Source: an optimization exercise on an open RTL-to-GDS flow (aim: small area, a short achievable clock period and few clock cycles per item). Production flows keep margins and buffers that such runs may drop. In this exercise RTL edits were held to simulation tests only and were not proved equivalent to the original. No activity file was given, so power comes from the tool's default toggle rates.

==> inputs of garnet <==
Design edit_distance_best_match, start of the top module:
module edit_distance_best_match (
  input  logic        clk,
  input  logic        rst_n,
  input  logic        in_valid,
  output logic        in_ready,
  input  logic [1:0]  in_command,
  input  logic [7:0]  in_char,
  output logic        out_valid,
  input  logic        out_ready,
  output logic        out_found,
  output logic [11:0] out_index,
  input  logic        cfg_valid,
  output logic        cfg_ready,
  input  logic [6:0]  cfg_threshold
);
  localparam int R = 31;             
  localparam logic [1:0] C_QUERY = 2'd0;
  localparam logic [1:0] C_CHAR  = 2'd1;
  localparam logic [1:0] C_CLOSE = 2'd2;
  localparam logic [1:0] C_FIN   = 2'd3;
  logic         in_ready_r;
  logic         take;
  logic [5:0]   qlen_r;              
  logic [7:0]   qstore_r [R];
  logic [R-1:0] eq_r;
  logic         vb_r;
  logic [1:0]   cb_r;
  assign in_ready  = in_ready_r;
  assign cfg_ready = 1'b1;
  assign take      = in_valid && in_ready_r;
  always_ff @(posedge clk) begin
    for (int k = 0; k < R; k++) begin
  ...
==> module edit_distance_best_match, before the edit <==
module edit_distance_best_match (
  input  logic        clk,
  input  logic        rst_n,
  input  logic        in_valid,
  output logic        in_ready,
  input  logic [1:0]  in_command,
  input  logic [7:0]  in_char,
  output logic        out_valid,
  input  logic        out_ready,
  output logic        out_found,
  output logic [11:0] out_index,
  input  logic        cfg_valid,
  output logic        cfg_ready,
  input  logic [6:0]  cfg_threshold
);
  localparam int R = 31;             
  localparam logic [1:0] C_QUERY = 2'd0;
  localparam logic [1:0] C_CHAR  = 2'd1;
  localparam logic [1:0] C_CLOSE = 2'd2;
  localparam logic [1:0] C_FIN   = 2'd3;
  logic         in_ready_r;
  logic         take;
  logic [5:0]   qlen_r;              
  logic [7:0]   qstore_r [R];
  logic [R-1:0] eq_r;
  logic         vb_r;
  logic [1:0]   cb_r;
  assign in_ready  = in_ready_r;
  assign cfg_ready = 1'b1;
  assign take      = in_valid && in_ready_r;
  always_ff @(posedge clk) begin
    for (int k = 0; k < R; k++) begin
      if (take && in_command == C_QUERY && qlen_r == 6'(k)) qstore_r[k] <= in_char;
    end
  end
  always_ff @(posedge clk) begin
    for (int k = 0; k < R; k++) eq_r[k] <= (qstore_r[k] == in_char);
  end
  always_ff @(posedge clk) begin
    if (!rst_n) begin
      qlen_r <= '0;
      vb_r   <= 1'b0;
    end else begin
      vb_r <= take;
      if (take && in_command == C_QUERY && !qlen_r[5]) qlen_r <= qlen_r + 6'd1;
      else if (take && in_command == C_FIN) qlen_r <= '0;
    end
  end
  always_ff @(posedge clk) cb_r <= in_command;
  logic [R-1:0] pv_r, mv_r;
  logic         sp_r, sm_r;          
  logic [4:0]   score_r;             
  logic [4:0]   pos_r;
  logic         tl_r;                
  logic [5:0]   best_r;              
  logic [11:0]  bidx_r;
  logic [12:0]  wcnt_r;
  logic [6:0]   thr_r, cfgd_r;
  logic         cfgv_r;
  logic         b_char, b_close, b_fin, restart;
  logic [R-1:0] c, xh, xv, ph, mh, phs, mhs;
  logic [R:0]   phx, mhx;
  logic [4:0]   score_eff;
  logic [5:0]   wdist;
  logic         found;
  assign b_char  = vb_r && cb_r == C_CHAR;
  assign b_close = vb_r && cb_r == C_CLOSE;
  assign b_fin   = vb_r && cb_r == C_FIN;
  assign restart = vb_r && cb_r != C_CHAR;
  always_comb begin
    logic [R-1:0] gg, pp, gn, pn;
    gg = eq_r & pv_r;
    pp = pv_r;
    for (int d = 1; d < R; d = d * 2) begin
      gn = gg;
      pn = pp;
      for (int k = d; k < R; k++) begin
        gn[k] = gg[k] | (pp[k] & gg[k-d]);
        pn[k] = pp[k] & pp[k-d];
      end
      gg = gn;
      pp = pn;
    end
    c = {gg[R-2:0], 1'b0};
  end
  assign xh  = eq_r | c;
  assign xv  = eq_r | mv_r;
  assign ph  = mv_r | ~(xh | pv_r);
  assign mh  = pv_r & xh;
  assign phx = {ph, 1'b1};
  assign mhx = {mh, 1'b0};
  assign phs = phx[R-1:0];
  assign mhs = mhx[R-1:0];
  assign score_eff = score_r + 5'(sp_r) - 5'(sm_r);
  assign wdist      = (tl_r || qlen_r[5]) ? 6'd32 : {1'b0, score_eff};
  assign found     = (wcnt_r != '0) && (best_r[5] ? thr_r[6] : ({2'b00, best_r[4:0]} <= thr_r));
  always_ff @(posedge clk) begin
    if (!rst_n || restart) begin
      pv_r <= '1;
      mv_r <= '0;
    end else if (b_char) begin
      pv_r <= mhs | ~(xv | phs);
      mv_r <= phs & xv;
    end
  end
  always_ff @(posedge clk) begin
    if (!rst_n) begin
      sp_r    <= 1'b0;
      sm_r    <= 1'b0;
      score_r <= '0;
      pos_r   <= '0;
      tl_r    <= 1'b0;
      best_r  <= 6'd32;
      bidx_r  <= '0;
      wcnt_r  <= '0;
    end else begin
      sp_r    <= b_char && phx[qlen_r[4:0]];
      sm_r    <= b_char && mhx[qlen_r[4:0]];
      score_r <= restart ? qlen_r[4:0] : score_eff;
      if (restart) begin
        pos_r <= '0;
        tl_r  <= 1'b0;
      end else if (b_char && !tl_r) begin
        if (pos_r == 5'd31) tl_r <= 1'b1;
        else pos_r <= pos_r + 5'd1;
      end
      if (b_close && !wcnt_r[12]) begin
        if (wdist < best_r) begin
          best_r <= wdist;
          bidx_r <= wcnt_r[11:0];
        end
        wcnt_r <= wcnt_r + 13'd1;
      end
      if (b_fin) begin
        best_r <= 6'd32;
        bidx_r <= '0;
        wcnt_r <= '0;
      end
    end
  end
  always_ff @(posedge clk) begin
    if (!rst_n) begin
      cfgv_r <= 1'b0;
      thr_r  <= 7'd2;
    end else begin
      cfgv_r <= cfg_valid;
      if (cfgv_r) thr_r <= cfgd_r;
    end
  end
  always_ff @(posedge clk) cfgd_r <= cfg_threshold;
  logic [1:0]  cnt_r;                
  logic [1:0]  cnt_nxt;
  logic        ov_r, of_r, sv_r, sf_r;
  logic [11:0] oi_r, si_r;
  logic        fin_take, out_take;
  assign fin_take = take && in_command == C_FIN;
  assign out_take = ov_r && out_ready;
  assign cnt_nxt  = cnt_r + 2'(fin_take) - 2'(out_take);
  always_ff @(posedge clk) begin
    if (!rst_n) begin
      cnt_r      <= '0;
      in_ready_r <= 1'b1;
      ov_r       <= 1'b0;
      sv_r       <= 1'b0;
    end else begin
      cnt_r      <= cnt_nxt;
      in_ready_r <= !cnt_nxt[1];
      if (!ov_r || out_ready) begin
        ov_r <= sv_r || b_fin;
        sv_r <= sv_r && b_fin;
      end else if (b_fin) begin
        sv_r <= 1'b1;
      end
    end
  end
  always_ff @(posedge clk) begin
    if (!ov_r || out_ready) begin
      if (sv_r) begin
        of_r <= sf_r;
        oi_r <= si_r;
      end else begin
        of_r <= found;
        oi_r <= found ? bidx_r : '0;
      end
    end
    if (b_fin) begin
      sf_r <= found;
      si_r <= found ? bidx_r : '0;
    end
  end
  assign out_valid = ov_r;
  assign out_found = of_r;
  assign out_index = oi_r;
endmodule
Settings: LEC_CHECK=0, CAP_MARGIN=20, CORE_MARGIN=2, CORE_UTILIZATION=40, SLEW_MARGIN=20; clock period 10.0 ns.
run.sh (not shown) runs the stock make flow with config.mk's settings and CLKGATE_MAP_FILE= SYNTH_SCRIPT=/design/flow/synth_recipe.tcl, a recipe that flattens the netlist after the stock synthesis.
==> inputs of fjord, as changes to garnet <==
==> flow/design.v (replaced) <==
module edit_distance_best_match (
  input  logic        clk,
  input  logic        rst_n,
  input  logic        in_valid,
  output logic        in_ready,
  input  logic [1:0]  in_command,
  input  logic [7:0]  in_char,
  output logic        out_valid,
  input  logic        out_ready,
  output logic        out_found,
  output logic [11:0] out_index,
  input  logic        cfg_valid,
  output logic        cfg_ready,
  input  logic [6:0]  cfg_threshold
);
  localparam int R = 31;             
  localparam logic [1:0] C_QUERY = 2'd0;
  localparam logic [1:0] C_CHAR  = 2'd1;
  localparam logic [1:0] C_CLOSE = 2'd2;
  localparam logic [1:0] C_FIN   = 2'd3;
  logic         in_ready_r;
  logic         take, iq, ic, icl, ifin;
  assign in_ready  = in_ready_r;
  assign cfg_ready = 1'b1;
  assign take      = in_valid && in_ready_r;
  assign iq        = take && in_command == C_QUERY;
  assign ic        = take && in_command == C_CHAR;
  assign icl       = take && in_command == C_CLOSE;
  assign ifin      = take && in_command == C_FIN;
  logic [5:0]   qlen_r;              
  logic [7:0]   qstore_r [R];
  logic [R-1:0] qmask;
  logic [R-1:0] eq_r;
  logic         b_char, b_close, b_fin, restart;
  always_comb begin
    qmask = '0;
    for (int n = 1; n <= R + 1; n++) begin
      if (qlen_r == 6'(n)) begin
        for (int k = 0; k < R; k++) qmask[k] = (k >= R - n);
      end
    end
  end
  always_ff @(posedge clk) begin
    if (iq) begin
      for (int k = 0; k < R - 1; k++) qstore_r[k] <= qstore_r[k+1];
      qstore_r[R-1] <= in_char;
    end
  end
  always_ff @(posedge clk) begin
    for (int k = 0; k < R; k++) eq_r[k] <= (qstore_r[k] == in_char);
  end
  always_ff @(posedge clk) begin
    if (!rst_n) begin
      qlen_r  <= '0;
      b_char  <= 1'b0;
      b_close <= 1'b0;
      b_fin   <= 1'b0;
      restart <= 1'b1;
    end else begin
      b_char  <= ic;
      b_close <= icl;
      b_fin   <= ifin;
      restart <= iq || icl || ifin;
      if (iq && !qlen_r[5]) qlen_r <= qlen_r + 6'd1;
      else if (ifin) qlen_r <= '0;
    end
  end
  logic [R-1:0] pv_r, mv_r;
  logic         sp_r, sm_r;          
  logic [4:0]   score_r;             
  logic [4:0]   pos_r;
  logic         tl_r;                
  logic [5:0]   best_r;              
  logic [11:0]  bidx_r;
  logic [12:0]  wcnt_r;
  logic [5:0]   thr_r, cfgd_r;
  logic         cfgv_r;
  logic [R-1:0] c, xh, xv, ph, mh, phs, mhs;
  logic [4:0]   score_eff;
  logic         closer;
  logic         found;
  always_comb begin
    logic [R-1:0] gg, pp, gn, pn;
    gg = eq_r & pv_r;
    pp = pv_r;
    for (int d = 1; d < R; d = d * 2) begin
      gn = gg;
      pn = pp;
      for (int k = 0; k < R; k++) begin
        if ((k & d) != 0) begin
          gn[k] = gg[k] | (pp[k] & gg[(k & ~(d - 1)) - 1]);
          pn[k] = pp[k] & pp[(k & ~(d - 1)) - 1];
        end
      end
      gg = gn;
      pp = pn;
    end
    c = {gg[R-2:0], 1'b0};
  end
  assign xh  = eq_r | c;
  assign xv  = eq_r | mv_r;
  assign ph  = mv_r | ~(xh | pv_r);
  assign mh  = pv_r & xh;
  assign phs = {ph[R-2:0], 1'b1};
  assign mhs = {mh[R-2:0], 1'b0};
  assign score_eff = score_r + 5'(sp_r) - 5'(sm_r);
  assign closer = !tl_r && !qlen_r[5] && ({1'b0, score_eff} < best_r);
  assign found     = (wcnt_r != '0) && (best_r[5] ? thr_r[5] : (best_r[4:0] <= thr_r[4:0]));
  always_ff @(posedge clk) begin
    if (restart) begin
      pv_r <= qmask;
      mv_r <= ~qmask;
    end else if (b_char) begin
      pv_r <= mhs | ~(xv | phs);
      mv_r <= phs & xv;
    end
  end
  always_ff @(posedge clk) begin
    sp_r    <= b_char && ph[R-1];
    sm_r    <= b_char && mh[R-1];
    score_r <= restart ? qlen_r[4:0] : score_eff;
    if (restart) begin
      pos_r <= '0;
      tl_r  <= 1'b0;
    end else if (b_char && !tl_r) begin
      if (pos_r == 5'd31) tl_r <= 1'b1;
      else pos_r <= pos_r + 5'd1;
    end
  end
  always_ff @(posedge clk) begin
    if (!rst_n) begin
      best_r  <= 6'd32;
      bidx_r  <= '0;
      wcnt_r  <= '0;
    end else begin
      if (b_close && !wcnt_r[12]) begin
        if (closer) begin
          best_r <= {1'b0, score_eff};
          bidx_r <= wcnt_r[11:0];
        end
        wcnt_r <= wcnt_r + 13'd1;
      end
      if (b_fin) begin
        best_r <= 6'd32;
        bidx_r <= '0;
        wcnt_r <= '0;
      end
    end
  end
  always_ff @(posedge clk) begin
    if (!rst_n) begin
      cfgv_r <= 1'b0;
      thr_r  <= 6'd2;
    end else begin
      cfgv_r <= cfg_valid;
      if (cfgv_r) thr_r <= cfgd_r;
    end
  end
  always_ff @(posedge clk) begin
    cfgd_r <= {cfg_threshold[6], (cfg_threshold[6] || cfg_threshold[5]) ? 5'd31 : cfg_threshold[4:0]};
  end
  logic        ov_r, of_r;
  logic [11:0] oi_r;
  logic        fin_take, ov_nxt;
  assign fin_take = take && in_command == C_FIN;
  assign ov_nxt   = b_fin || (ov_r && !out_ready);
  always_ff @(posedge clk) begin
    if (!rst_n) begin
      in_ready_r <= 1'b1;
      ov_r       <= 1'b0;
    end else begin
      in_ready_r <= !fin_take && !ov_nxt;
      ov_r       <= ov_nxt;
    end
  end
  always_ff @(posedge clk) begin
    if (b_fin) begin
      of_r <= found;
      oi_r <= found ? bidx_r : '0;
    end
  end
  assign out_valid = ov_r;
  assign out_found = of_r;
  assign out_index = oi_r;
endmodule
==> flow/flow/run.sh (new file) <==
#!/bin/bash
bash standard.sh SETUP_SLACK_MARGIN=7.0 "BUFFER_PORTS_ARGS=-buffer_cell sky130_fd_sc_hd__buf_2" finish > standard.log 2>&1
==> flow/standard.sh (new file) <==
#!/bin/bash
# synth_recipe.tcl (not shown) runs the flow's synth.tcl, then flattens the netlist and writes it again
# the make line also repeats each setting of config.mk as NAME=value (left out here)
make -C /OpenROAD-flow-scripts/flow DESIGN_CONFIG=/design/flow/config.mk WORK_HOME=/design/flow/orfs CLKGATE_MAP_FILE= SYNTH_SCRIPT=/design/flow/synth_recipe.tcl "${@:-finish}"
CORE_UTILIZATION = 65   (was 40)
CTS_BUF_LIST = sky130_fd_sc_hd__clkbuf_16   (was default)
CTS_CLUSTER_DIAMETER = 80   (was default)
CTS_CLUSTER_SIZE = 30   (was default)
removed: flow/run.sh
==> qor summary <==
quantity                                                                   fjord          garnet
Largest clock skew in the final design                                 0.0231 ns       0.0328 ns
Count of mapped cells out of synthesis                                      1487            1762
Delay of the slowest critical-path stage                                 0.39 ns         0.71 ns
Number of DRC markers after the initial detailed-route iteration             973            1051
Number of nets in the layout                                                1548            1806
Min-Delay Startpoint                                                   bidx_r[1]       cfgd_r[1]
Fin cells                                                                   1899            2462
Nonclk buf count                                                              55              51
Core area                                                           0.0285 sq mm    0.0492 sq mm
Run status                                                        finished clean  finished clean
Final clock-cell share                                                    0.0302          0.0706
Number of clock buffers in the layout                                         20              73
Min-Delay Endpoint                                                     bidx_r[1]        thr_r[1]
Switching Share                                                            0.232           0.231
Wire length on met1                                                      16.6 mm         21.3 mm
Fin area                                                            0.0202 sq mm    0.0224 sq mm
Multi-input gate count                                                       962            1165
Detailed Place HPWL                                                      23.2 mm         28.4 mm
Pwr Total                                                                3.19 mW         3.98 mW
Testbench counts of garnet, summed over its fixed seeds: cycles 32,566, items 32,550.
Testbench counts of fjord, summed over its fixed seeds: cycles 33,216, items 32,550.

## what the ideal ports hide
In the flow no input, the clock included, has a driving cell. The finished layouts below were timed again as built, in two steps. Step 1 assumes that a clkbuf_16 drives the clock port and a buf_2 every other input. Step 2 adds t to the input delays and takes it off the output delays; t is the mean of the earliest and latest rising clock arrival at the registers after step 1. Input paths then give back, and output paths get back, about the clock's delay inside the block. a / b / c = ideal ports / drivers / drivers and shift; a / b = the first two.
run	shift t [ns]	setup slack, ns	worst hold slack (ns)	latest minus earliest clock arrival (ns)	worst slew at a driven data input, ns
garnet	0.645	5.498 / 5.534 / 4.889	0.459 / 0.459 / 0.459	0.033 / 0.033	0.05
fjord	0.581	6.931 / 6.881 / 6.536	0.462 / 0.462 / 0.462	0.023 / 0.023	0.04
After both steps every run listed still meets setup and hold. For garnet, which loses most, drivers alone change the setup slack by +0.036 ns; drivers and shift together by -0.609 ns.
